This is an optimization exercise on Yosys and OpenROAD, whose aim is small area and few clock cycles, not a production implementation. Only simulation tests tie the RTL to the original design; equivalence was not proved. No driver is modelled on the clock port, so clocking that relies on it looks cheaper here than on a real chip. Power figures rest on the tool's default switching activity, not on a simulated workload.

==> design.v <==
`default_nettype none
module grapheme_cluster_segmenter (
    input  wire logic        clk,
    input  wire logic        rst_n,
    input  wire logic        cfg_write_en,
    input  wire logic        cfg_write_data,
    input  wire logic        in_valid,
    output logic             in_stall,
    input  wire logic [5:0]  lb_class,
    input  wire logic [1:0]  width_class,
    input  wire logic [3:0]  gb_class,
    input  wire logic        is_thai,
    input  wire logic        end_of_text,
    output logic             out_valid,
    input  wire logic        out_stall,
    output logic [15:0]      cluster_start,
    output logic [15:0]      cluster_length,
    output logic [16:0]      cluster_columns,
    output logic [5:0]       cluster_break_class,
    output logic             text_done,
    output logic             last_of_run
);
    localparam int unsigned KL = 2;    
    localparam int unsigned KC = 2;    
    localparam logic [2:0] ST_NONE = 3'd0;
    localparam logic [2:0] ST_CR   = 3'd1;
    localparam logic [2:0] ST_RUN  = 3'd2;
    localparam logic [2:0] ST_GEN  = 3'd3;
    localparam logic [2:0] ST_L    = 3'd4;
    localparam logic [2:0] ST_V    = 3'd5;
    localparam logic [2:0] ST_T    = 3'd6;
    localparam logic [2:0] ST_PRE  = 3'd7;
    logic        thai_reg;
    logic [2:0]  s_st;
    logic        s_pend;
    logic [KL-1:0] s_len;
    logic [KC-1:0] s_tot;
    logic [15:KL]  u_len;
    logic [16:KC]  u_tot;
    logic [1:0]  s_base;     
    logic [5:0]  s_cls;
    logic        s_sens;
    logic        o_valid;
    logic [15:0] o_start;
    logic [KL-1:0] o_len;
    logic [KC-1:0] o_cols;
    logic [5:0]  o_cls;
    logic        o_done;
    logic        o_last;
    function automatic logic [2:0] gen_state(input logic [3:0] gb);
        if (gb == 4'd7)
            gen_state = ST_L;
        else if (gb == 4'd8 || gb == 4'd10)
            gen_state = ST_V;
        else if (gb == 4'd9 || gb == 4'd11)
            gen_state = ST_T;
        else if (gb == 4'd6)
            gen_state = ST_PRE;
        else
            gen_state = ST_GEN;
    endfunction
    logic [1:0] cols;
    logic       g_cr, g_lf, g_ctrl, g_ext, g_l, g_v, g_t, g_lv, g_lvt;
    logic       l_bknl, l_run;
    logic [5:0] c_cls;
    logic       c_sens;
    assign cols   = {width_class == 2'd2, width_class[0]};
    assign g_cr   = gb_class == 4'd1;
    assign g_lf   = gb_class == 4'd2;
    assign g_ctrl = gb_class == 4'd3;
    assign g_ext  = gb_class == 4'd4 || gb_class == 4'd5;
    assign g_l    = gb_class == 4'd7;
    assign g_v    = gb_class == 4'd8;
    assign g_t    = gb_class == 4'd9;
    assign g_lv   = gb_class == 4'd10;
    assign g_lvt  = gb_class == 4'd11;
    assign l_bknl = lb_class == 6'd0 || lb_class == 6'd1;
    assign l_run  = lb_class == 6'd2 || lb_class == 6'd3 || lb_class == 6'd4;
    assign c_cls  = (lb_class == 6'd5) ? (g_ext ? 6'd6 : 6'd7) : lb_class;
    assign c_sens = lb_class == 6'd5 && is_thai;
    logic is_open, cap_ok, in_gen, hj, j_cr, j_run, j_gen, j_pre, joined;
    assign is_open = s_st != ST_NONE;
    assign cap_ok  = o_valid || ~&{u_len, s_len};
    assign in_gen  = s_st[2] || s_st == ST_GEN;
    assign hj      = (s_st == ST_L && (g_l || g_v || g_lv || g_lvt))
                  || (s_st == ST_V && (g_v || g_t))
                  || (s_st == ST_T && g_t);
    assign j_cr    = s_st == ST_CR && g_lf;
    assign j_run   = s_st == ST_RUN && lb_class[5:3] == 3'd0 && lb_class[2:0] == s_cls[2:0];
    assign j_gen   = in_gen && !(g_ctrl || g_cr || g_lf) && (hj || g_ext || s_st == ST_PRE);
    assign j_pre   = !hj && !g_ext;
    assign joined  = cap_ok && (j_cr || j_run || j_gen);
    logic o_free, take, accept, fresh, n_close, from_s, grow;
    assign o_free   = !o_valid || !out_stall;
    assign take     = o_valid && !out_stall;
    assign in_stall = joined ? (o_valid && grow) : ((is_open || s_pend) && !o_free);
    assign accept   = in_valid && !in_stall;
    assign fresh    = accept && !joined;
    assign n_close  = l_bknl || g_lf || end_of_text || (g_ctrl && !l_run);
    assign from_s   = o_free && (s_pend || (fresh && is_open));
    logic [1:0]  add;
    logic [15:0] start_sum, len_inc;
    logic [16:0] start_c, len_c;
    logic [16:0] tot_sum;
    logic [17:0] tot_c;
    always_comb
    begin
        start_c[0] = 1'b0;
        len_c[0]   = 1'b1;
        for (int i = 0; i < 16; i++)
        begin
            start_sum[i] = o_start[i] ^ cluster_length[i] ^ start_c[i];
            start_c[i+1] = (o_start[i] & cluster_length[i]) | (start_c[i] & (o_start[i] ^ cluster_length[i]));
            len_inc[i]   = ((i < KL) ? s_len[i % KL] : u_len[i]) ^ len_c[i];
            len_c[i+1]   = ((i < KL) ? s_len[i % KL] : u_len[i]) & len_c[i];
        end
        tot_sum[0] = s_tot[0] ^ add[0];
        tot_c[1]   = s_tot[0] & add[0];
        tot_sum[1] = s_tot[1] ^ add[1] ^ tot_c[1];
        tot_c[2]   = (s_tot[1] & add[1]) | (tot_c[1] & (s_tot[1] ^ add[1]));
        for (int i = 2; i < 17; i++)
        begin
            tot_sum[i] = ((i < KC) ? s_tot[i % KC] : u_tot[i]) ^ tot_c[i];
            tot_c[i+1] = ((i < KC) ? s_tot[i % KC] : u_tot[i]) & tot_c[i];
        end
    end
    assign grow = len_c[KL] || tot_c[KC];
    logic [15:0] x_len;
    logic [16:0] x_tot;
    logic [1:0]  x_base;
    logic [5:0]  x_cls;
    logic        x_sens;
    logic [2:0]  x_st;
    logic        x_close;
    always_comb
    begin
        if (j_cr)
            add = 2'd0;
        else if (hj)
            add = 2'd2 - s_base;
        else
            add = cols;
        x_len = fresh ? 16'd1 : len_inc;
        x_tot = fresh ? {15'd0, cols} : tot_sum;
        x_cls  = (fresh || (j_gen && j_pre)) ? c_cls : s_cls;
        x_sens = (fresh || (j_gen && j_pre)) ? c_sens : s_sens;
        if (fresh || (j_gen && j_pre))
            x_base = cols;
        else if (hj)
            x_base = 2'd2;
        else
            x_base = s_base;
        if (fresh)
        begin
            if (g_cr)
                x_st = ST_CR;
            else if (l_run)
                x_st = ST_RUN;
            else
                x_st = gen_state(gb_class);
        end
        else if (j_gen && (hj || !g_ext))
            x_st = gen_state(gb_class);
        else
            x_st = s_st;
        x_close = fresh ? n_close : (j_cr || end_of_text);
    end
    always_ff @(posedge clk or negedge rst_n)
    begin
        if (!rst_n)
            thai_reg <= 1'b0;
        else if (cfg_write_en)
            thai_reg <= cfg_write_data;
    end
    always_ff @(posedge clk or negedge rst_n)
    begin
        if (!rst_n)
        begin
            s_st   <= ST_NONE;
            s_pend <= 1'b0;
        end
        else if (accept)
        begin
            s_st   <= x_close ? ST_NONE : x_st;
            s_pend <= x_close;
        end
        else if (from_s)
            s_pend <= 1'b0;
    end
    always_ff @(posedge clk)
    begin
        if (take || (!o_valid && accept && !from_s))
        begin
            u_len <= take ? '0 : x_len[15:KL];
            u_tot <= take ? '0 : x_tot[16:KC];
        end
    end
    always_ff @(posedge clk)
    begin
        if (accept)
        begin
            s_len  <= x_len[KL-1:0];
            s_tot  <= x_tot[KC-1:0];
            s_base <= x_close ? {1'b0, end_of_text} : x_base;
            s_cls  <= x_cls;
            s_sens <= x_sens && (thai_reg || !x_close);
        end
    end
    logic o_first;
    always_ff @(posedge clk or negedge rst_n)
    begin
        if (!rst_n)
        begin
            o_valid <= 1'b0;
            o_first <= 1'b1;
            o_done  <= 1'b1;
        end
        else
        begin
            if (o_free)
                o_valid <= from_s;
            o_first <= 1'b0;
            if (from_s)
                o_done <= s_pend && s_base[0];
        end
    end
    always_ff @(posedge clk)
    begin
        if (take || o_first)
            o_start <= o_done ? 16'd0 : start_sum;
    end
    always_ff @(posedge clk)
    begin
        if (from_s)
        begin
            o_len   <= s_len;
            o_cols  <= s_tot;
            o_cls   <= (s_sens && (s_pend || thai_reg)) ? 6'd5 : s_cls;
            o_last  <= s_pend || !n_close;
        end
    end
    assign out_valid           = o_valid;
    assign cluster_start       = o_start;
    assign cluster_length      = {u_len, o_len};
    assign cluster_columns     = {u_tot, o_cols};
    assign cluster_break_class = o_cls;
    assign text_done           = o_done;
    assign last_of_run         = o_last;
endmodule
`default_nettype wire
==> flow/run.sh <==
#!/bin/bash
# The standard layout, with the smallest buffer on the ports instead of clkdlybuf4s50_1,
# and a clock tree of small buffers without dummy loads.
set -euo pipefail
cat >> config.mk <<'EOC'
export BUFFER_PORTS_ARGS = -buffer_cell sky130_fd_sc_hd__buf_1
export CTS_ARGS = -sink_clustering_enable -repair_clock_nets -dont_use_dummy_load -root_buf sky130_fd_sc_hd__clkbuf_8 -buf_list sky130_fd_sc_hd__clkbuf_2 -sink_clustering_size 10 -sink_clustering_max_diameter 60
EOC
bash standard.sh finish > standard_flow.log 2>&1
==> standard.sh <==
#!/bin/bash
# synth_recipe.tcl (not shown) runs the flow's synth.tcl, then flattens the netlist and writes it again
# the make line also repeats each setting of config.mk as NAME=value (left out here)
make -C /OpenROAD-flow-scripts/flow DESIGN_CONFIG=/design/flow/config.mk WORK_HOME=/design/flow/orfs CLKGATE_MAP_FILE= SYNTH_SCRIPT=/design/flow/synth_recipe.tcl "${@:-finish}"
==> config.mk <==
export PLATFORM = sky130hd
export DESIGN_NAME = grapheme_cluster_segmenter
export DESIGN_NICKNAME = grapheme_cluster_segmenter
export VERILOG_FILES = /design/flow/design.v
export SDC_FILE = /design/flow/constraint.sdc
export NUM_CORES = 4
export LEC_CHECK = 0
export CAP_MARGIN = 20
export CORE_MARGIN = 2
export CORE_UTILIZATION = 70
export PLACE_DENSITY = 0.75
export SLEW_MARGIN = 20
export BUFFER_PORTS_ARGS = -buffer_cell sky130_fd_sc_hd__buf_1
export CTS_ARGS = -sink_clustering_enable -repair_clock_nets -dont_use_dummy_load -root_buf sky130_fd_sc_hd__clkbuf_8 -buf_list sky130_fd_sc_hd__clkbuf_2 -sink_clustering_size 10 -sink_clustering_max_diameter 60
==> constraint.sdc <==
create_clock -name core_clock -period 12.0 [get_ports {clk}]
set_input_delay 2.4000 -clock core_clock [delete_from_list [all_inputs] [get_ports {clk}]]
set_output_delay 2.4000 -clock core_clock [all_outputs]
set_load 0.01 [all_outputs]
==> flow_summary.toml, run 1 <==
[status]
status = "finished clean"

[sta]
fmax_mhz = 132
slew_violations = 0
finClkSkew_ns = 0.0221
relSlewSlack_pct = 37.6
hold_viol = 0
worstMarginPinSlew_ns = 0.936
timing.final.ws_setup_ns = 4.43
fin_crit_sh_pct = 63.1
period_needed_ns = 7.57
tns_ns = 0
rsz0062_at_grt = "false"
setup_violations = 0

[power]
leakagePower_nw = 1.89
pwr_density_cell_nw_per_um2 = 246
peakVddDrop_uv = 159

[synthesis]
synth_edf_count = 69
synth_top_area_cell = "edfxtp_1"
yosys_register_bits = 77
synthDistinctLibCells = 58
synth_top_flop_cell = "edfxtp_1"
synth.top_cell.area_share_pct = 49.4
syn-cell-area_um2 = 4190
yosysSeqAreaShare_pct = 54.3
syn_avg_cell_area_um2 = 13.3
synthesis.nets = 380
synthCells = 315
yosysWarningCount = 1
synth-async-reset-ratio_pct = 10.4
synthTopCellsByArea = "edfxtp_1 49%, ha_1 9.0%, fa_1 7.2%, and3_1 4.6%, dfrtp_1 3.6%"

[final_layout]
multi_input_area_um2 = 1810
synthToLayoutAreaGrowth_pct = 10.5
layout.nets = 452
fillers = 371
seqCellArea_um2 = 2270
diodes = 0
layout_commonest_cell = "buf_1"
largest_reg_flops = 16
max_flop_register = "o_start"
drive_gt1_share_pct = 7.27
reg_top3 = "o_start x16, u_tot x15, u_len x14"
final_cell_mix = "78 x buf_1, 69 x edfxtp_1, 31 x and3_1"

[clock_tree]
cts_buffers = 9
clock-sinks = 77
post_cts_buffers = 0
cts.htree.levels = 3
cts_tree = "yes"
clk-insertion-delay-late_ns = 0.34
path_clk_slew_ns = 0.06
ctsHoldBuffers = 0
cts.path.max_buffers = 2
postCtsResizedCells = 0
root_buffer = "clkbuf_8"

[worst_setup_path]
start_kind = "input port"
critical_path_class = "input port to output pin"
critPathRequiredTime_ns = 9.60
cp_max_fo = 8
arrival_ns = 5.17
crit_path_end_kind = "output pin"

[routing]
drt_iter0_markers = 185
viasPerCell = 6.11
avgRoutedWirePerCell_um = 18.1
detail-route-antenna-nets = 0
first_pass_iters = 4
wirelength_um = 8320
num_vias = 2810
post-route-drc-count = 0

[global_routing]
grt_use_total_pct = 26.5
grt_pass1_wl_um = 13000
grt_pass1_vias = 2699
antenna_found_initial = 0
grt_max_degree = 40
grt_overflow_total = 0

[placement]
portBuffers = 78
gp_congestion = 0.892
dpl_worst_slack_ns = 4.35
hpwlAfterDp_um = 6020

[floorplanning]
die_w_um = 81.4
design.core.area_um2 = 5850
initial_core_util_pct = 71.6
io-pin-count = 79
row_count = 28
die_h_um = 81.4
die_area_um2 = 6620

[job]
max-cap-violations = 0

[min_path]
hold_path_class = "flop to flop"
[stage by stage]
step | utilization [%] | instances | hold slack [ns] | area (um2) | total power [mW]
after global placement | 77.1 | 451 | 0.440 | 4510 | 0.952
after CTS | 79.2 | 460 | 0.478 | 4630 | 1.15
after detailed placement | 77.1 | 451 | 0.463 | 4510 | 0.997
after global routing | 79.2 | 460 | 0.482 | 4630 | 1.22
after floorplan | - | 315 | 0.433 | 4190 | 0.832
final | 79.2 | 460 | 0.477 | 4630 | 1.14
[where the power goes]
part	switching (mW)	internal, mW
Combinational	0.249	0.189
Sequential	0.103	0.454
Clock	0.0788	0.0670
[path summary, 6_finish.rpt]
path,from,end,slack (ns),cells after the start
max,gb_class[2],in_stall,4.43,14
min,s_len[1]$_SDFFCE_PP0P_,o_len[1]$_DFFE_PP_,0.48,0
max reg2reg,o_start[0]$_SDFFCE_PP0P_,o_start[15]$_SDFFCE_PP0P_,5.23,18
min reg2reg,s_len[1]$_SDFFCE_PP0P_,o_len[1]$_DFFE_PP_,0.48,0
max in group asynchronous,rst_n,o_done$_DFFE_PN1P_,9.65,1
min in group asynchronous,rst_n,o_valid$_DFFE_PN0P_,2.00,1
[logic make-up after synthesis]
logic type / after synthesis / synth area share (%)
fa+ha+maj: 45 / 16.1
simple gates: 118 / 16.7
other cells: 1 / 0.0895
flops: 77 / 54.3
buf+inv: 25 / 2.66
xor+xnor: 8 / 1.67
mux: 8 / 2.00
compound gates: 33 / 6.45
[Yosys cell counts, types with 2 or more instances]
| cell type | instances |
|---|---|
| fa_1 | 15 |
| xnor2_1 | 2 |
| dfstp_2 | 2 |
| xor2_1 | 6 |
| nor3_1 | 4 |
| mux2i_1 | 5 |
| nand4_1 | 3 |
| dfrtp_1 | 6 |
| and3_1 | 31 |
| a31o_2 | 2 |
| ha_1 | 30 |
| edfxtp_1 | 69 |
| nor2_1 | 15 |
| and2_1 | 6 |
| o21ai_1 | 2 |
| buf_2 | 2 |
| inv_1 | 6 |
| mux2_2 | 3 |
| clkbuf_1 | 14 |
| nand2_1 | 16 |
| buf_4 | 2 |
| nor4_1 | 2 |
| o21ai_0 | 6 |
| a21oi_1 | 3 |
| a311o_1 | 2 |
| nor2b_1 | 17 |
| nand2b_1 | 10 |
| a32o_1 | 3 |
| o21bai_1 | 2 |
[cell type report]
cell class,count,share of cell area (%)
clock buffers,9,2.67
well taps,75,2.03
inverters,6,0.486
repair buffers,80,6.65
flip-flops and latches,77,49.1
multi-input cells,213,39.1
[per-layer routing]
| layer | vias to the layer above | global-route usage, % | wire length, um |
|---|---|---|---|
| met1 | 1402 | 36.5 | 3530 |
| met4 | 0 | 10.7 | 86 |
| li1 | 1301 | - | - |
| met3 | 10 | 4.33 | 506 |
| met2 | 97 | 42.3 | 4200 |
| met5 | - | 0 | 0 |
[worst max-delay path, stage by stage]
cell	delay [ns]
buf_1	0.17
nand2b_1	0.29
or3b_1	0.15
o21ai_1	0.06
a22oi_1	0.20
nor2_1	0.06
o21ai_1	0.41
nand3b_1	0.13
o21ai_0	0.11
ha_1	0.19
fa_1	0.19
o21ai_0	0.08
mux2i_1	0.53
buf_1	0.21
Testbench counts, summed over its fixed seeds: cycles 52,865.
==> run 2, diff against run 1 <==
==> flow/run.sh (replaced) <==
#!/bin/bash
# The standard layout, with the smallest buffer on the ports instead of clkdlybuf4s50_1,
# and a clock tree of small buffers without dummy loads.
set -euo pipefail
cat >> config.mk <<'EOC'
export BUFFER_PORTS_ARGS = -buffer_cell sky130_fd_sc_hd__buf_1
export CTS_ARGS = -sink_clustering_enable -repair_clock_nets -dont_use_dummy_load -buf_list {sky130_fd_sc_hd__clkbuf_4 sky130_fd_sc_hd__clkbuf_8} -sink_clustering_size 16 -sink_clustering_max_diameter 60
EOC
bash standard.sh finish > standard_flow.log 2>&1
--- a/config.mk
+++ b/config.mk
@@ -11,4 +11,4 @@
 export PLACE_DENSITY = 0.75
 export SLEW_MARGIN = 20
 export BUFFER_PORTS_ARGS = -buffer_cell sky130_fd_sc_hd__buf_1
-export CTS_ARGS = -sink_clustering_enable -repair_clock_nets -dont_use_dummy_load -root_buf sky130_fd_sc_hd__clkbuf_8 -buf_list sky130_fd_sc_hd__clkbuf_2 -sink_clustering_size 10 -sink_clustering_max_diameter 60
+export CTS_ARGS = -sink_clustering_enable -repair_clock_nets -dont_use_dummy_load -buf_list {sky130_fd_sc_hd__clkbuf_4 sky130_fd_sc_hd__clkbuf_8} -sink_clustering_size 16 -sink_clustering_max_diameter 60
==> flow_summary.toml, run 2 <==
[floorplanning]
initial_core_util_pct = 71.6
die_h_um = 81.4
design.core.area_um2 = 5850
row_count = 28
io-pin-count = 79
die_area_um2 = 6620
die_w_um = 81.4

[clock_tree]
clk-insertion-delay-late_ns = 0.34
ctsHoldBuffers = 0
postCtsResizedCells = 0
cts.path.max_buffers = 2
clock-sinks = 77
root_buffer = "clkbuf_8"
cts_buffers = 9
cts_tree = "yes"
path_clk_slew_ns = 0.06
cts.htree.levels = 3
post_cts_buffers = 0

[power]
pwr_density_cell_nw_per_um2 = 246
leakagePower_nw = 1.89
peakVddDrop_uv = 159
power.total_mw = 1.14

[sta]
finClkSkew_ns = 0.0221
slew_violations = 0
fin_crit_sh_pct = 63.1
fmax_mhz = 132
relSlewSlack_pct = 37.6
tns_ns = 0
hold_viol = 0
setup_violations = 0
period_needed_ns = 7.57
rsz0062_at_grt = "false"
worstMarginPinSlew_ns = 0.936

[final_layout]
layout.nets = 452
multi_input_area_um2 = 1810
synthToLayoutAreaGrowth_pct = 10.5
largest_reg_flops = 16
seqCellArea_um2 = 2270
diodes = 0
final_cell_mix = "78 x buf_1, 69 x edfxtp_1, 31 x and3_1"
reg_top3 = "o_start x16, u_tot x15, u_len x14"
max_flop_register = "o_start"
fillers = 371
drive_gt1_share_pct = 7.27
layout_commonest_cell = "buf_1"

[placement]
portBuffers = 78
hpwlAfterDp_um = 6020
gp_congestion = 0.892

[routing]
drt_iter0_markers = 185
wirelength_um = 8320
avgRoutedWirePerCell_um = 18.1
num_vias = 2810
detail-route-antenna-nets = 0
viasPerCell = 6.11
first_pass_iters = 4
post-route-drc-count = 0

[worst_setup_path]
critPathRequiredTime_ns = 9.60
worstSetupStartpoint = "gb_class[2]"
reg2reg_to = "o_start[15]$_SDFFCE_PP0P_"
cp_max_fo = 8
arrival_ns = 5.17
critical_path_class = "input port to output pin"
r2r.worst_path.cells = 18
cp.depth = 14
rrSetupSlack_ns = 5.23
max_stage_delay_ns = 0.53
crit_family = "compound AO/OA/AOI/OAI gates"
crit_path_end_kind = "output pin"
endpoint = "in_stall"
critical_path.cell_chain = "buf_1 -> nand2b_1 -> or3b_1 -> o21ai_1 -> a22oi_1 -> nor2_1 -> o21ai_1 -> nand3b_1 -> o21ai_0 -> ha_1 -> fa_1 -> o21ai_0 -> mux2i_1 -> buf_1"
start_kind = "input port"
cp_num_buf_inv = 2
critPathSlowestCell = "mux2i_1"
rr_startpoint = "o_start[0]$_SDFFCE_PP0P_"

[synthesis]
synthCells = 315
yosys_register_bits = 77
synthTopCellsByArea = "edfxtp_1 49%, ha_1 9.0%, fa_1 7.2%, and3_1 4.6%, dfrtp_1 3.6%"
yosysSeqAreaShare_pct = 54.3
syn-cell-area_um2 = 4190
synth_top_area_cell = "edfxtp_1"
yosysWarningCount = 1
synth-async-reset-ratio_pct = 10.4
synth_edf_count = 69
synth_most_common_cell = "edfxtp_1"
synth.top_cells.by_count = "69 x edfxtp_1, 31 x and3_1, 30 x ha_1"
synthDistinctLibCells = 58
synth_top_flop_cell = "edfxtp_1"
syn_avg_cell_area_um2 = 13.3
synthesis.nets = 380
synth.top_cell.area_share_pct = 49.4

[job]
max-cap-violations = 0

[global_routing]
grt_max_degree = 40
grt_overflow_total = 0
grt_use_total_pct = 26.5
grt_pass1_wl_um = 13000
antenna_found_initial = 0
grt_pass1_vias = 2699

[min_path]
hold_path_class = "flop to flop"

[status]
status = "finished clean"
run 2: cell counts after synthesis:
Identical to the previous run, type by type.
run 2: stage by stage:
| step | setup slack, ns | hold slack (ns) | area, um2 | instances | util, % |
|---|---|---|---|---|---|
| 2_1_floorplan | 4.82 | 0.433 | 4190 | 315 | - |
| 3_3_place_gp | 4.53 | 0.440 | 4510 | 451 | 77.1 |
| 3_5_place_dp | 4.35 | 0.463 | 4510 | 451 | 77.1 |
| 4_1_cts | 4.47 | 0.478 | 4630 | 460 | 79.2 |
| 5_1_grt | 4.20 | 0.482 | 4630 | 460 | 79.2 |
| 6_report | 4.43 | 0.477 | 4630 | 460 | 79.2 |
run 2: power by group:
group | internal [mW] | leakage (nW) | switching [mW]
Sequential | 0.454 | 0.778 | 0.103
Clock | 0.0670 | 0.0647 | 0.0788
Combinational | 0.189 | 1.04 | 0.249
Total | 0.710 | 1.89 | 0.431
run 2: final cells by class:
class / instances / share of cell area, %
Multi-Input combinational cell: 213 / 39.1
Sequential cell: 77 / 49.1
Inverter: 6 / 0.486
Tap cell: 75 / 2.03
Timing Repair Buffer: 80 / 6.65
Clock buffer: 9 / 2.67
run 2: logic make-up after synthesis:
family,Yosys count,share of synthesized area [%]
fa+ha+maj,45,16.1
compound gates,33,6.45
xor+xnor,8,1.67
other cells,1,0.0895
mux,8,2.00
simple gates,118,16.7
flops,77,54.3
buf+inv,25,2.66
run 2: worst min-delay path by stage:
stage	startpoint	to	slack, ns	cells after the start
after detailed placement	s_len[1]$_SDFFCE_PP0P_	o_len[1]$_DFFE_PP_	0.46	0
after CTS	s_len[1]$_SDFFCE_PP0P_	o_len[1]$_DFFE_PP_	0.48	0
after floorplan	s_tot[0]$_DFFE_PP_	o_cols[0]$_DFFE_PP_	0.43	0
final	s_len[1]$_SDFFCE_PP0P_	o_len[1]$_DFFE_PP_	0.48	0
after global routing	s_len[1]$_SDFFCE_PP0P_	o_len[1]$_DFFE_PP_	0.48	0
after global placement	s_len[1]$_SDFFCE_PP0P_	o_len[1]$_DFFE_PP_	0.44	0
run 2: per-layer routing:
layer  track usage [%]  vias up  share of wire [%]
li1                  -     1301                  -
met1              36.5     1402                 42
met2              42.3       97                 50
met3              4.33       10                6.1
met4              10.7        0                1.0
met5                 0        -                  0
==> run 3, diff against run 2 <==
--- a/design.v
+++ b/design.v
@@ -37,7 +37,7 @@
     logic [KC-1:0] s_tot;
     logic [15:KL]  u_len;
     logic [16:KC]  u_tot;
-    logic [1:0]  s_base;     
+    logic [1:0]  s_nb;       
     logic [5:0]  s_cls;
     logic        s_sens;
     logic        o_valid;
@@ -127,7 +127,7 @@
     assign grow = len_c[KL] || tot_c[KC];
     logic [15:0] x_len;
     logic [16:0] x_tot;
-    logic [1:0]  x_base;
+    logic [1:0]  x_nb;
     logic [5:0]  x_cls;
     logic        x_sens;
     logic [2:0]  x_st;
@@ -137,7 +137,7 @@
         if (j_cr)
             add = 2'd0;
         else if (hj)
-            add = 2'd2 - s_base;
+            add = s_nb;
         else
             add = cols;
         x_len = fresh ? 16'd1 : len_inc;
@@ -145,11 +145,11 @@
         x_cls  = (fresh || (j_gen && j_pre)) ? c_cls : s_cls;
         x_sens = (fresh || (j_gen && j_pre)) ? c_sens : s_sens;
         if (fresh || (j_gen && j_pre))
-            x_base = cols;
+            x_nb = {width_class == 2'd0, width_class[0]};
         else if (hj)
-            x_base = 2'd2;
-        else
-            x_base = s_base;
+            x_nb = 2'd0;
+        else
+            x_nb = s_nb;
         if (fresh)
         begin
             if (g_cr)
@@ -201,7 +201,7 @@
         begin
             s_len  <= x_len[KL-1:0];
             s_tot  <= x_tot[KC-1:0];
-            s_base <= x_close ? {1'b0, end_of_text} : x_base;
+            s_nb   <= x_close ? {1'b0, end_of_text} : x_nb;
             s_cls  <= x_cls;
             s_sens <= x_sens && (thai_reg || !x_close);
         end
@@ -221,7 +221,7 @@
                 o_valid <= from_s;
             o_first <= 1'b0;
             if (from_s)
-                o_done <= s_pend && s_base[0];
+                o_done <= s_pend && s_nb[0];
         end
     end
     always_ff @(posedge clk)
==> flow_summary.toml, run 3 <==
[synthesis]
synthAdderAreaFrac_pct = 16.2
yosys_register_bits = 77
syn-cell-area_um2 = 4170
synth_most_common_cell = "edfxtp_1"
syn_avg_cell_area_um2 = 13.7
synth-async-reset-ratio_pct = 10.4
synthTopCellsByArea = "edfxtp_1 50%, ha_1 9.0%, fa_1 7.2%, and3_1 4.7%, dfrtp_1 3.6%"
synth_compound_area_share_pct = 6.09
synthMuxAreaShare_pct = 2.73
synth_top_area_cell = "edfxtp_1"
synth.top_cells.by_count = "69 x edfxtp_1, 31 x and3_1, 30 x ha_1"
synthDistinctLibCells = 53
synth_top_family_by_area = "simple AND/OR/NAND/NOR gates"
yosysWarningCount = 1
synthXorXnorAreaFrac_pct = 1.47
yosysSeqAreaShare_pct = 54.6
synthSimpleGateAreaFrac_pct = 16.9
synthesis.nets = 369
synthCells = 304
synth.top_cell.area_share_pct = 49.7
synth_edf_count = 69
synth_top_flop_cell = "edfxtp_1"

[routing]
wirelength_um = 8780
detail-route-antenna-nets = 0
post-route-drc-count = 0
viasPerCell = 6.17
first_pass_iters = 4
drt_iter0_markers = 269
avgRoutedWirePerCell_um = 19.4
num_vias = 2796

[clock_tree]
clock-sinks = 77
root_buffer = "clkbuf_8"
cts_buffers = 9
cts_tree = "yes"
clk-insertion-delay-late_ns = 0.35
ctsHoldBuffers = 0
path_clk_slew_ns = 0.07
post_cts_buffers = 0
cts.path.max_buffers = 2
postCtsResizedCells = 0
cts.htree.levels = 3

[floorplanning]
io-pin-count = 79
row_count = 28
design.core.area_um2 = 5850
die_w_um = 81.2
die_area_um2 = 6590
initial_core_util_pct = 71.2
die_h_um = 81.2

[power]
peakVddDrop_uv = 197
pwr_density_cell_nw_per_um2 = 260
leakagePower_nw = 1.92

[final_layout]
fillers = 352
largest_reg_flops = 16
max_flop_register = "o_start"
synthToLayoutAreaGrowth_pct = 11.3
layout_commonest_cell = "buf_1"
fin_cells = 453
layout.nets = 445
final_cell_mix = "78 x buf_1, 69 x edfxtp_1, 31 x and3_1"
drive_gt1_share_pct = 9.26
final_util_pct = 79.3
reg_top3 = "o_start x16, u_tot x15, u_len x14"
diodes = 0

[placement]
portBuffers = 78
hpwlAfterDp_um = 6170
dpl_worst_slack_ns = 4.43
gp_congestion = 0.861
place_inst = 444

[status]
status = "finished clean"

[sta]
tns_ns = 0
relSlewSlack_pct = 41.3
hold_viol = 0
worstMarginPinSlew_ns = 0.880
period_needed_ns = 7.34
fin_crit_sh_pct = 61.2
fmax_mhz = 136
slew_violations = 0
holdWs_ns = 0.487
rsz0062_at_grt = "false"
setup_violations = 0
finClkSkew_ns = 0.0205
timing.final.ws_setup_ns = 4.66

[global_routing]
grt_overflow_total = 0
grt_pass1_vias = 2611
grt_pass1_wl_um = 13600
grt_max_degree = 32
grt_use_total_pct = 28.5
antenna_found_initial = 0

[worst_setup_path]
critPathRequiredTime_ns = 9.60
arrival_ns = 4.94
start_kind = "input port"
crit_path_end_kind = "output pin"
critical_path_class = "input port to output pin"
cp_max_fo = 8

[job]
max-cap-violations = 0

[min_path]
hold_path_class = "flop to flop"
[run 3: critical path, stage by stage]
cell and delay (ns):
buf_1 0.22, or3b_1 0.37, o32a_1 0.37, o21ai_0 0.09, nand2_1 0.16, mux2i_1 0.19
nor2_1 0.06, ha_1 0.19, fa_1 0.39, o21ai_0 0.24, mux2i_1 0.12, buf_1 0.14
[run 3: layout make-up]
type | instances | area, um2 | area share (%)
Multi-Input combinational cell | 207 | 1820 | 39.3
Clock buffer | 9 | 124 | 2.67
Sequential cell | 77 | 2270 | 49.1
Timing Repair Buffer | 79 | 300 | 6.48
Inverter | 6 | 22.5 | 0.486
Tap cell | 75 | 93.8 | 2.02
[run 3: report_power, final]
| part | internal (mW) | switching (mW) | total, mW | leakage [nW] |
|---|---|---|---|---|
| Combinational | 0.206 | 0.272 | 0.478 | 1.09 |
| Clock | 0.0669 | 0.0807 | 0.148 | 0.0647 |
| Sequential | 0.465 | 0.115 | 0.579 | 0.774 |
[run 3: path summary, 6_finish.rpt]
kind	from	endpoint	slack [ns]	cells past startpoint
worst max-delay path	gb_class[3]	in_stall	4.66	12
worst min-delay path	s_len[1]$_SDFFCE_PP0P_	o_len[1]$_DFFE_PP_	0.49	0
worst max register to register	o_start[0]$_SDFFCE_PP0P_	o_start[15]$_SDFFCE_PP0P_	5.02	18
worst min register to register	s_len[1]$_SDFFCE_PP0P_	o_len[1]$_DFFE_PP_	0.49	0
max in group asynchronous	rst_n	o_done$_DFFE_PN1P_	9.66	1
min in group asynchronous	rst_n	thai_reg$_DFFE_PN0P_	1.98	1
[run 3: logic make-up (layout without fill, tap and decap cells)]
kind of cell	Yosys count	in the layout
AO/OA/AOI/OAI	30	30
multiplexers	10	10
XOR/XNOR	7	7
adder cells (fa/ha/maj)	45	45
flip-flops	77	77
other	1	1
AND/OR/NAND/NOR	114	114
buffers and inverters	20	94
[run 3: metal layers]
layer,global-route usage [%],up-vias,routed length (um)
met5,0,-,0
met4,8.31,0,97
met3,8.00,14,637
met2,45.1,112,4340
met1,39.0,1398,3710
li1,-,1272,-
[run 3: through the flow]
stage	cell area [um2]	total power, mW
2_1_floorplan	4170	0.865
3_3_place_gp	4510	0.998
3_5_place_dp	4510	1.05
4_1_cts	4630	1.21
5_1_grt	4640	1.29
6_report	4640	1.20
Testbench counts of run 3, summed over its fixed seeds: cycles 52,865.
==> run 4, diff against run 3 <==
==> flow/run.sh (replaced) <==
#!/bin/bash
# The standard layout, with the smallest buffer on the ports instead of clkdlybuf4s50_1,
# and a clock tree of small buffers without dummy loads.
set -euo pipefail
cat >> config.mk <<'EOC'
export BUFFER_PORTS_ARGS = -buffer_cell sky130_fd_sc_hd__buf_1
export CTS_ARGS = -sink_clustering_enable -repair_clock_nets -dont_use_dummy_load -root_buf sky130_fd_sc_hd__clkbuf_8 -buf_list sky130_fd_sc_hd__clkbuf_4 -sink_clustering_buffer sky130_fd_sc_hd__clkbuf_4 -tree_buf sky130_fd_sc_hd__clkbuf_4
EOC
bash standard.sh finish > standard_flow.log 2>&1
--- a/config.mk
+++ b/config.mk
@@ -11,4 +11,4 @@
 export PLACE_DENSITY = 0.75
 export SLEW_MARGIN = 20
 export BUFFER_PORTS_ARGS = -buffer_cell sky130_fd_sc_hd__buf_1
-export CTS_ARGS = -sink_clustering_enable -repair_clock_nets -dont_use_dummy_load -buf_list {sky130_fd_sc_hd__clkbuf_4 sky130_fd_sc_hd__clkbuf_8} -sink_clustering_size 16 -sink_clustering_max_diameter 60
+export CTS_ARGS = -sink_clustering_enable -repair_clock_nets -dont_use_dummy_load -root_buf sky130_fd_sc_hd__clkbuf_8 -buf_list sky130_fd_sc_hd__clkbuf_4 -sink_clustering_buffer sky130_fd_sc_hd__clkbuf_4 -tree_buf sky130_fd_sc_hd__clkbuf_4
==> flow_summary.toml, run 4 <==
[global_routing]
antenna_found_initial = 0
grt_pass1_wl_um = 13600
grt_pass1_vias = 2611
grt_overflow_total = 0
grt_use_total_pct = 28.5
grt_max_degree = 32

[routing]
viasPerCell = 6.17
avgRoutedWirePerCell_um = 19.4
num_vias = 2796
detail-route-antenna-nets = 0
first_pass_iters = 4
wirelength_um = 8780
drt_iter0_markers = 269
post-route-drc-count = 0

[synthesis]
synth_top_flop_cell = "edfxtp_1"
synth-async-reset-ratio_pct = 10.4
yosys_register_bits = 77
syn_avg_cell_area_um2 = 13.7
synth_edf_count = 69
synthesis.nets = 369
synth.top_cell.area_share_pct = 49.7
synthCells = 304
yosysWarningCount = 1
syn-cell-area_um2 = 4170
synth.top_cells.by_count = "69 x edfxtp_1, 31 x and3_1, 30 x ha_1"
synthDistinctLibCells = 53
synthTopCellsByArea = "edfxtp_1 50%, ha_1 9.0%, fa_1 7.2%, and3_1 4.7%, dfrtp_1 3.6%"
yosysSeqAreaShare_pct = 54.6
synth_most_common_cell = "edfxtp_1"
synth_top_area_cell = "edfxtp_1"

[clock_tree]
clock-sinks = 77
clk-insertion-delay-late_ns = 0.35
root_buffer = "clkbuf_8"
ctsHoldBuffers = 0
postCtsResizedCells = 0
cts_buffers = 9
cts.path.max_buffers = 2
cts.htree.levels = 3
path_clk_slew_ns = 0.07
post_cts_buffers = 0
cts_tree = "yes"

[power]
switching_share_pct = 38.8
power.total_mw = 1.20
p_clk_share_pct = 12.3
leakagePower_nw = 1.92
pwr_density_cell_nw_per_um2 = 260
power_frac_comb_pct = 39.7
p_seq_share_pct = 48.1
switchingPower_mw = 0.467
peakVddDrop_uv = 197
intPower_mw = 0.738

[floorplanning]
die_w_um = 81.2
io-pin-count = 79
row_count = 28
die_h_um = 81.2
design.core.area_um2 = 5850
die_area_um2 = 6590
initial_core_util_pct = 71.2

[sta]
hold_viol = 0
rsz0062_at_grt = "false"
slew_violations = 0
holdWs_ns = 0.487
period_needed_ns = 7.34
setup_violations = 0
fin_crit_sh_pct = 61.2
relSlewSlack_pct = 41.3
worstMarginPinSlew_ns = 0.880
finClkSkew_ns = 0.0205
tns_ns = 0
fmax_mhz = 136

[job]
max-cap-violations = 0

[final_layout]
synthToLayoutAreaGrowth_pct = 11.3
reg_top3 = "o_start x16, u_tot x15, u_len x14"
layout_commonest_cell = "buf_1"
fin_area_um2 = 4640
drive_gt1_share_pct = 9.26
final_util_pct = 79.3
largest_reg_flops = 16
layout.nets = 445
max_flop_register = "o_start"
final_cell_mix = "78 x buf_1, 69 x edfxtp_1, 31 x and3_1"
diodes = 0

[status]
status = "finished clean"

[worst_setup_path]
critical_path.cell_chain = "buf_1 -> or3b_1 -> o32a_1 -> o21ai_0 -> nand2_1 -> mux2i_1 -> nor2_1 -> ha_1 -> fa_1 -> o21ai_0 -> mux2i_1 -> buf_1"
critPathRequiredTime_ns = 9.60
critPathSlowestCell = "fa_1"
cp_num_buf_inv = 2
start_kind = "input port"
arrival_ns = 4.94
critical_path_class = "input port to output pin"
cp_max_fo = 8
rrSetupSlack_ns = 5.02
crit_path_end_kind = "output pin"
max_stage_delay_ns = 0.39
crit_family = "compound AO/OA/AOI/OAI gates"

[placement]
detailed_place.area_um2 = 4510
portBuffers = 78
hpwlAfterDp_um = 6170
gp_congestion = 0.861

[min_path]
hold_path_class = "flop to flop"
[run 4: worst paths after layout]
check                                              start                        end  cells after the start
min in group asynchronous                          rst_n       thai_reg$_DFFE_PN0P_                      1
worst max register to register  o_start[0]$_SDFFCE_PP0P_  o_start[15]$_SDFFCE_PP0P_                     18
worst min-delay path              s_len[1]$_SDFFCE_PP0P_         o_len[1]$_DFFE_PP_                      0
worst max-delay path                         gb_class[3]                   in_stall                     12
worst min register to register    s_len[1]$_SDFFCE_PP0P_         o_len[1]$_DFFE_PP_                      0
max in group asynchronous                          rst_n         o_done$_DFFE_PN1P_                      1
[run 4: kinds of logic after synthesis]
family,Yosys count,share of synthesized area [%]
other,1,0.0900
and+or+nand+nor,114,16.9
DFF,77,54.6
buffers and inverters,20,1.89
AOI/OAI and AO/OA,30,6.09
adders and majority gates,45,16.2
muxes,10,2.73
xor gates and xnor gates,7,1.47
[run 4: power by group through the flow]
| stage | Combinational, mW | Sequential (mW) | Clock (mW) |
|---|---|---|---|
| after CTS | 0.480 | 0.579 | 0.150 |
| final | 0.478 | 0.579 | 0.148 |
| after global routing | 0.535 | 0.595 | 0.158 |
| after floorplan | 0.275 | 0.590 | 0 |
| after global placement | 0.425 | 0.573 | 0 |
| after detailed placement | 0.465 | 0.582 | 0 |
[run 4: per-layer routing]
layer / up-vias / GRT usage [%] / wire, um
li1: 1272 / - / -
met1: 1398 / 39.0 / 3710
met2: 112 / 45.1 / 4340
met3: 14 / 8.00 / 637
met4: 0 / 8.31 / 97
met5: - / 0 / 0
[run 4: area by class of cell]
cell class / instances / area, um2
Fill cell: 352 / 1210
Sequential cell: 77 / 2270
Timing Repair Buffer: 79 / 300
Clock buffer: 9 / 124
Multi-Input combinational cell: 207 / 1820
Tap cell: 75 / 93.8
Inverter: 6 / 22.5
[run 4: stage by stage]
| stage | setup slack [ns] | cells |
|---|---|---|
| 2_1_floorplan | 4.88 | 304 |
| 3_3_place_gp | 4.57 | 444 |
| 3_5_place_dp | 4.43 | 444 |
| 4_1_cts | 4.66 | 453 |
| 5_1_grt | 4.48 | 453 |
| 6_report | 4.66 | 453 |
==> run 5, diff against run 4 <==
==> flow/run.sh (replaced) <==
#!/bin/bash
# The standard layout, with the smallest buffer on the ports instead of clkdlybuf4s50_1,
# a clock tree without dummy loads, and its leaf buffers one size smaller.
set -euo pipefail
cat >> config.mk <<'EOC'
export BUFFER_PORTS_ARGS = -buffer_cell sky130_fd_sc_hd__buf_1
export CTS_ARGS = -sink_clustering_enable -repair_clock_nets -dont_use_dummy_load -buf_list {sky130_fd_sc_hd__clkbuf_4 sky130_fd_sc_hd__clkbuf_8} -sink_clustering_size 16 -sink_clustering_max_diameter 60
EOC
bash standard.sh cts > standard_flow_cts.log 2>&1
RES=orfs/results/sky130hd/grapheme_cluster_segmenter/base openroad -no_init -exit flow/shrink_clk.tcl > shrink_clk.log 2>&1
bash standard.sh finish > standard_flow.log 2>&1
==> flow/shrink_clk.tcl (new file) <==
# Swap the clock tree's leaf buffers for the next smaller clock buffer; the root stays.
set res $::env(RES)
read_db $res/4_cts.odb
set lib [[ord::get_db] findMaster sky130_fd_sc_hd__clkbuf_4]
foreach inst [[ord::get_db_block] getInsts] {
  set m [[$inst getMaster] getName]
  if {$m eq "sky130_fd_sc_hd__clkbuf_8" && [string match clkbuf_*_*__f_* [$inst getName]]} {
    puts "swap [$inst getName]"
    $inst swapMaster $lib
  }
}
write_db $res/4_cts.odb
--- a/config.mk
+++ b/config.mk
@@ -11,4 +11,4 @@
 export PLACE_DENSITY = 0.75
 export SLEW_MARGIN = 20
 export BUFFER_PORTS_ARGS = -buffer_cell sky130_fd_sc_hd__buf_1
-export CTS_ARGS = -sink_clustering_enable -repair_clock_nets -dont_use_dummy_load -root_buf sky130_fd_sc_hd__clkbuf_8 -buf_list sky130_fd_sc_hd__clkbuf_4 -sink_clustering_buffer sky130_fd_sc_hd__clkbuf_4 -tree_buf sky130_fd_sc_hd__clkbuf_4
+export CTS_ARGS = -sink_clustering_enable -repair_clock_nets -dont_use_dummy_load -buf_list {sky130_fd_sc_hd__clkbuf_4 sky130_fd_sc_hd__clkbuf_8} -sink_clustering_size 16 -sink_clustering_max_diameter 60
==> flow_summary.toml, run 5 <==
[status]
status = "finished clean"

[synthesis]
synth_most_common_cell = "edfxtp_1"
synthDistinctLibCells = 53
yosys_register_bits = 77
syn_avg_cell_area_um2 = 13.7
yosysWarningCount = 1
synth_edf_count = 69
synthCells = 304
synth_top_flop_cell = "edfxtp_1"
synth.top_cell.area_share_pct = 49.7
synthesis.nets = 369
syn-cell-area_um2 = 4170
synth-async-reset-ratio_pct = 10.4
synthTopCellsByArea = "edfxtp_1 50%, ha_1 9.0%, fa_1 7.2%, and3_1 4.7%, dfrtp_1 3.6%"
synth_top_area_cell = "edfxtp_1"
yosysSeqAreaShare_pct = 54.6
synth.top_cells.by_count = "69 x edfxtp_1, 31 x and3_1, 30 x ha_1"

[floorplanning]
initial_core_util_pct = 71.2
row_count = 28
io-pin-count = 79
die_area_um2 = 6590
die_h_um = 81.2
die_w_um = 81.2
design.core.area_um2 = 5850

[final_layout]
final_util_pct = 78.4
diodes = 0
synthToLayoutAreaGrowth_pct = 10.1
drive_gt1_share_pct = 9.26
final_cell_mix = "78 x buf_1, 69 x edfxtp_1, 31 x and3_1"
layout_commonest_cell = "buf_1"
layout.nets = 445
max_flop_register = "o_start"
reg_top3 = "o_start x16, u_tot x15, u_len x14"
largest_reg_flops = 16

[sta]
fmax_mhz = 136
finClkSkew_ns = 0.0341
slew_violations = 0
relSlewSlack_pct = 40.7
setup_violations = 0
rsz0062_at_grt = "false"
fin_crit_sh_pct = 61.3
worstMarginPinSlew_ns = 0.890
tns_ns = 0
hold_viol = 0
period_needed_ns = 7.35

[global_routing]
grt_pass1_vias = 2613
grt_use_total_pct = 28.5
grt_overflow_total = 0
grt_pass1_wl_um = 13600
grt_max_degree = 32
antenna_found_initial = 0

[power]
p_seq_share_pct = 49.3
power_frac_comb_pct = 40.9
switchingPower_mw = 0.463
p_clk_share_pct = 9.8
switching_share_pct = 39.5
leakagePower_nw = 1.90
power.total_mw = 1.17
pwr_density_cell_nw_per_um2 = 256
peakVddDrop_uv = 188
intPower_mw = 0.709

[placement]
gp_congestion = 0.861
hpwlAfterDp_um = 6170
portBuffers = 78

[clock_tree]
cts_buffers = 9
clk-insertion-delay-late_ns = 0.36
post_cts_buffers = 0
clock-sinks = 77
postCtsResizedCells = 0
cts.htree.levels = 3
cts.path.max_buffers = 2
ctsHoldBuffers = 0
cts_tree = "yes"
path_clk_slew_ns = 0.10
root_buffer = "clkbuf_8"

[worst_setup_path]
cp_num_buf_inv = 2
r2r.worst_path.cells = 18
critical_path.cell_chain = "buf_1 -> or3b_1 -> o32a_1 -> o21ai_0 -> nand2_1 -> mux2i_1 -> nor2_1 -> ha_1 -> fa_1 -> o21ai_0 -> mux2i_1 -> buf_1"
cp.depth = 12
critical_path_class = "input port to output pin"
crit_family = "compound AO/OA/AOI/OAI gates"
start_kind = "input port"
critPathRequiredTime_ns = 9.60
critPathSlowestCell = "fa_1"
crit_path_end_kind = "output pin"
arrival_ns = 4.95
max_stage_delay_ns = 0.39
cp_max_fo = 8

[routing]
detail-route-antenna-nets = 0
first_pass_iters = 6
wirelength_um = 8790
avgRoutedWirePerCell_um = 19.4
viasPerCell = 6.15
num_vias = 2785
post-route-drc-count = 0
drt_iter0_markers = 257

[min_path]
hold_path_class = "flop to flop"
hold_depth = 0

[job]
max-cap-violations = 0
run 5: cell count changes in the layout (fill, tap and decap cells not counted):
| cell | change |
|---|---|
| clkbuf_4 | +8 |
| clkbuf_8 | -8 |
run 5: cells by family (layout without fill, tap and decap cells):
group	after synthesis	after routing	synth area share, %
mux	10	10	2.73
flops	77	77	54.6
compound gates	30	30	6.09
simple gates	114	114	16.9
buf+inv	20	94	1.89
fa+ha+maj	45	45	16.2
other cells	1	1	0.0900
xor+xnor	7	7	1.47
run 5: power by group through the flow:
stage               sequential, mW  combinational (mW)  clock, mW
floorplan                    0.590               0.275          0
global placement             0.573               0.425          0
detailed placement           0.582               0.465          0
CTS                          0.579               0.480      0.150
global route                 0.594               0.535      0.126
finish                       0.577               0.480      0.115
run 5: path summary, 6_finish.rpt:
kind | start | end | slack [ns]
max | gb_class[3] | in_stall | 4.65
max in group asynchronous | rst_n | o_done$_DFFE_PN1P_ | 9.65
min | s_len[1]$_SDFFCE_PP0P_ | o_len[1]$_DFFE_PP_ | 0.48
max reg2reg | o_start[0]$_SDFFCE_PP0P_ | o_start[15]$_SDFFCE_PP0P_ | 5.01
min reg2reg | s_len[1]$_SDFFCE_PP0P_ | o_len[1]$_DFFE_PP_ | 0.48
min in group asynchronous | rst_n | thai_reg$_DFFE_PN0P_ | 1.97
run 5: area by class of cell:
type                       instances  area, um2
inverter                           6       22.5
fill                             362       1260
tap                               75       93.8
timing repair buffer              79        300
sequential                        77       2270
multi-input combinational        207       1820
clock buffer                       9       73.8
run 5: stage by stage:
stage / hold WS (ns) / setup WS [ns] / instances / cell area (um2)
floorplan: 0.433 / 4.88 / 304 / 4170
global placement: 0.447 / 4.57 / 444 / 4510
detailed placement: 0.478 / 4.43 / 444 / 4510
CTS: 0.485 / 4.66 / 453 / 4630
global route: 0.501 / 4.48 / 453 / 4590
finish: 0.483 / 4.65 / 453 / 4590
run 5: worst register-to-register path: stages, from the launching register on:
cell and delay (ns):
edfxtp_1 0.42, ha_1 0.23, fa_1 0.40, fa_1 0.42, fa_1 0.40, fa_1 0.39
fa_1 0.42, fa_1 0.44, fa_1 0.42, fa_1 0.42, fa_1 0.43, fa_1 0.39
fa_1 0.39, fa_1 0.39, fa_1 0.41, fa_1 0.41, xor2_1 0.17, xnor2_1 0.13
nor2_1 0.07
run 5: routing by layer:
layer | up-vias | GRT usage (%) | share of wire (%)
li1 | 1270 | - | -
met1 | 1379 | 39.1 | 42
met2 | 126 | 45.0 | 49
met3 | 10 | 8.00 | 7.2
met4 | 0 | 8.31 | 0.91
met5 | - | 0 | 0
==> run 6, diff against run 5 <==
--- a/flow/run.sh
+++ b/flow/run.sh
@@ -1,6 +1,6 @@
 #!/bin/bash
 # The standard layout, with the smallest buffer on the ports instead of clkdlybuf4s50_1,
-# a clock tree without dummy loads, and its leaf buffers one size smaller.
+# a clock tree without dummy loads, and its smaller leaf buffers one size smaller.
 set -euo pipefail
 cat >> config.mk <<'EOC'
 export BUFFER_PORTS_ARGS = -buffer_cell sky130_fd_sc_hd__buf_1
==> flow/shrink_clk.tcl (replaced) <==
# Swap the clock tree's leaf buffers that drive at most 10 flip-flops for the next smaller
# clock buffer; the root and the larger leaves stay.
set res $::env(RES)
read_db $res/4_cts.odb
set lib [[ord::get_db] findMaster sky130_fd_sc_hd__clkbuf_4]
foreach inst [[ord::get_db_block] getInsts] {
  set m [[$inst getMaster] getName]
  if {$m eq "sky130_fd_sc_hd__clkbuf_8" && [string match clkbuf_*_*__f_* [$inst getName]]
      && [llength [[[$inst findITerm X] getNet] getITerms]] <= 11} {
    puts "swap [$inst getName]"
    $inst swapMaster $lib
  }
}
write_db $res/4_cts.odb
==> flow_summary.toml, run 6 <==
[status]
status = "finished clean"

[floorplanning]
initial_core_util_pct = 71.2
design.core.area_um2 = 5850
die_area_um2 = 6590
die_w_um = 81.2
io-pin-count = 79
die_h_um = 81.2
row_count = 28

[clock_tree]
cts_buffers = 9
cts.htree.levels = 3
root_buffer = "clkbuf_8"
cts.path.max_buffers = 2
clk-insertion-delay-late_ns = 0.35
cts_tree = "yes"
clock-sinks = 77
path_clk_slew_ns = 0.11
post_cts_buffers = 0
postCtsResizedCells = 0
ctsHoldBuffers = 0

[synthesis]
synth_top_area_cell = "edfxtp_1"
yosysSeqAreaShare_pct = 54.6
synth_edf_count = 69
synth_top_flop_cell = "edfxtp_1"
syn-cell-area_um2 = 4170
synth_most_common_cell = "edfxtp_1"
synthDistinctLibCells = 53
synth.top_cells.by_count = "69 x edfxtp_1, 31 x and3_1, 30 x ha_1"
yosysWarningCount = 1
yosys_register_bits = 77
synth-async-reset-ratio_pct = 10.4
synth.top_cell.area_share_pct = 49.7
syn_avg_cell_area_um2 = 13.7
synthCells = 304
synthesis.nets = 369
synthTopCellsByArea = "edfxtp_1 50%, ha_1 9.0%, fa_1 7.2%, and3_1 4.7%, dfrtp_1 3.6%"

[power]
p_seq_share_pct = 49.0
leakagePower_nw = 1.91
power_frac_comb_pct = 40.5
switchingPower_mw = 0.463
peakVddDrop_uv = 190
intPower_mw = 0.716
pwr_density_cell_nw_per_um2 = 256
switching_share_pct = 39.3
p_clk_share_pct = 10.5

[placement]
hpwlAfterDp_um = 6170
dpl_worst_slack_ns = 4.43
gp_congestion = 0.861
portBuffers = 78
place_inst = 444
detailed_place.area_um2 = 4510

[global_routing]
grt_pass1_vias = 2613
grt_use_total_pct = 28.5
grt_pass1_wl_um = 13600
antenna_found_initial = 0
grt_overflow_total = 0
grt_max_degree = 32

[worst_setup_path]
crit_path_end_kind = "output pin"
cp_max_fo = 8
critPathSlowestCell = "fa_1"
max_stage_delay_ns = 0.39
critical_path.cell_chain = "buf_1 -> or3b_1 -> o32a_1 -> o21ai_0 -> nand2_1 -> mux2i_1 -> nor2_1 -> ha_1 -> fa_1 -> o21ai_0 -> mux2i_1 -> buf_1"
start_kind = "input port"
r2r.worst_path.cells = 18
arrival_ns = 4.95
critical_path_class = "input port to output pin"
rr_startpoint = "o_start[0]$_SDFFCE_PP0P_"
reg2reg_to = "o_start[15]$_SDFFCE_PP0P_"
critPathRequiredTime_ns = 9.60
rrSetupSlack_ns = 5.00

[final_layout]
max_flop_register = "o_start"
synthToLayoutAreaGrowth_pct = 10.4
fin_cells = 453
drive_gt1_share_pct = 9.26
layout.nets = 445
fin_area_um2 = 4600
largest_reg_flops = 16
reg_top3 = "o_start x16, u_tot x15, u_len x14"
fillers = 364
diodes = 0
layout_commonest_cell = "buf_1"
final_cell_mix = "78 x buf_1, 69 x edfxtp_1, 31 x and3_1"

[routing]
avgRoutedWirePerCell_um = 19.3
drt_iter0_markers = 256
detail-route-antenna-nets = 0
first_pass_iters = 5
num_vias = 2801
viasPerCell = 6.18
post-route-drc-count = 0
wirelength_um = 8760

[min_path]
min-delay-start = "s_len[1]$_SDFFCE_PP0P_"
min_to = "o_len[1]$_DFFE_PP_"
hold_path_class = "flop to flop"
hold_depth = 0

[sta]
tns_ns = 0
fmax_mhz = 136
timing.final.ws_setup_ns = 4.65
hold_viol = 0
fin_crit_sh_pct = 61.3
worstMarginPinSlew_ns = 0.892
relSlewSlack_pct = 40.5
period_needed_ns = 7.35
slew_violations = 0
rsz0062_at_grt = "false"
finClkSkew_ns = 0.0285
setup_violations = 0
holdWs_ns = 0.485

[job]
max-cap-violations = 0
-- run 6: cell types whose count changed in the layout (fill, tap and decap cells not counted) --
cell / previous run / this run
clkbuf_4: 8 / 6
clkbuf_8: 1 / 3
-- run 6: worst max-delay path by stage --
stage,start,endpoint,slack (ns)
floorplan,gb_class[2],u_len[10]$_SDFFCE_PP0P_,4.88
global placement,gb_class[3],u_tot[16]$_SDFFCE_PP0P_,4.57
detailed placement,gb_class[3],u_tot[16]$_SDFFCE_PP0P_,4.43
CTS,gb_class[3],in_stall,4.66
global route,gb_class[3],in_stall,4.48
finish,gb_class[3],in_stall,4.65
-- run 6: critical path: cells and delay by family --
family | cells | cell delay [ns]
fa+ha+maj | 2 | 0.58
buf+inv | 2 | 0.37
simple gates | 3 | 0.59
mux | 2 | 0.32
compound gates | 3 | 0.70
-- run 6: area by class of cell --
type | instances | area (um2) | area share (%)
inverter | 6 | 22.5 | 0.490
timing repair buffer | 79 | 300 | 6.53
sequential | 77 | 2270 | 49.5
clock buffer | 9 | 86.3 | 1.88
tap | 75 | 93.8 | 2.04
multi-input combinational | 207 | 1820 | 39.6
-- run 6: cells by family after synthesis --
family	Yosys count	synth area share, %
buf+inv	20	1.89
fa+ha+maj	45	16.2
compound gates	30	6.09
flops	77	54.6
mux	10	2.73
other cells	1	0.0900
xor+xnor	7	1.47
simple gates	114	16.9
-- run 6: per-stage QoR --
step / total power [mW] / util [%]
6_report: 1.18 / 78.6
5_1_grt: 1.26 / 78.6
4_1_cts: 1.21 / 79.2
3_5_place_dp: 1.05 / 77.1
3_3_place_gp: 0.998 / 77.1
2_1_floorplan: 0.865 / -
-- run 6: layer usage --
metal	up-vias	wire length, um	track usage [%]
met5	-	0	0
met2	134	4310	45.0
met1	1384	3750	39.1
met4	0	96	8.31
li1	1270	-	-
met3	13	605	8.00
-- run 6: power groups by stage --
stage          combinational [mW]  sequential [mW]  clock, mW
2_1_floorplan               0.275            0.590          0
3_3_place_gp                0.425            0.573          0
3_5_place_dp                0.465            0.582          0
4_1_cts                     0.480            0.579      0.150
5_1_grt                     0.535            0.594      0.134
6_report                    0.478            0.578      0.123

[re-timing with driven ports]
Ports are ideal in the flow. The routed layouts listed here were re-timed in OpenROAD.
Step 1: set_driving_cell puts a clkbuf_16 on clk and a buf_2 on each other input, an assumption about the parent block.
Step 2, shift: input delay + t, output delay - t, t = (earliest + latest rising clock arrival at the registers) / 2. This alone moves slack from input paths to output paths.
a / b / c = ideal ports / drivers / drivers and shift; a / b = the first two.
| run | shift t [ns] | setup WS [ns] | hold slack, ns | latest minus earliest clock arrival (ns) | worst register clock-pin slew, ns |
|---|---|---|---|---|---|
| run 1 | 0.364 | 4.427 / 4.405 / 4.325 | 0.477 / 0.477 / 0.477 | 0.022 / 0.022 | 0.08 / 0.08 |
| run 2 | 0.364 | 4.427 / 4.405 / 4.325 | 0.477 / 0.477 / 0.477 | 0.022 / 0.022 | 0.08 / 0.08 |
| run 3 | 0.373 | 4.657 / 4.634 / 4.399 | 0.487 / 0.487 / 0.487 | 0.020 / 0.020 | 0.08 / 0.08 |
| run 4 | 0.373 | 4.657 / 4.634 / 4.399 | 0.487 / 0.487 / 0.487 | 0.020 / 0.020 | 0.08 / 0.08 |
| run 5 | 0.371 | 4.650 / 4.627 / 4.409 | 0.483 / 0.483 / 0.483 | 0.034 / 0.034 | 0.12 / 0.12 |
| run 6 | 0.369 | 4.646 / 4.623 / 4.412 | 0.485 / 0.485 / 0.485 | 0.029 / 0.029 | 0.11 / 0.11 |
After both steps setup and hold are still met in every run listed.
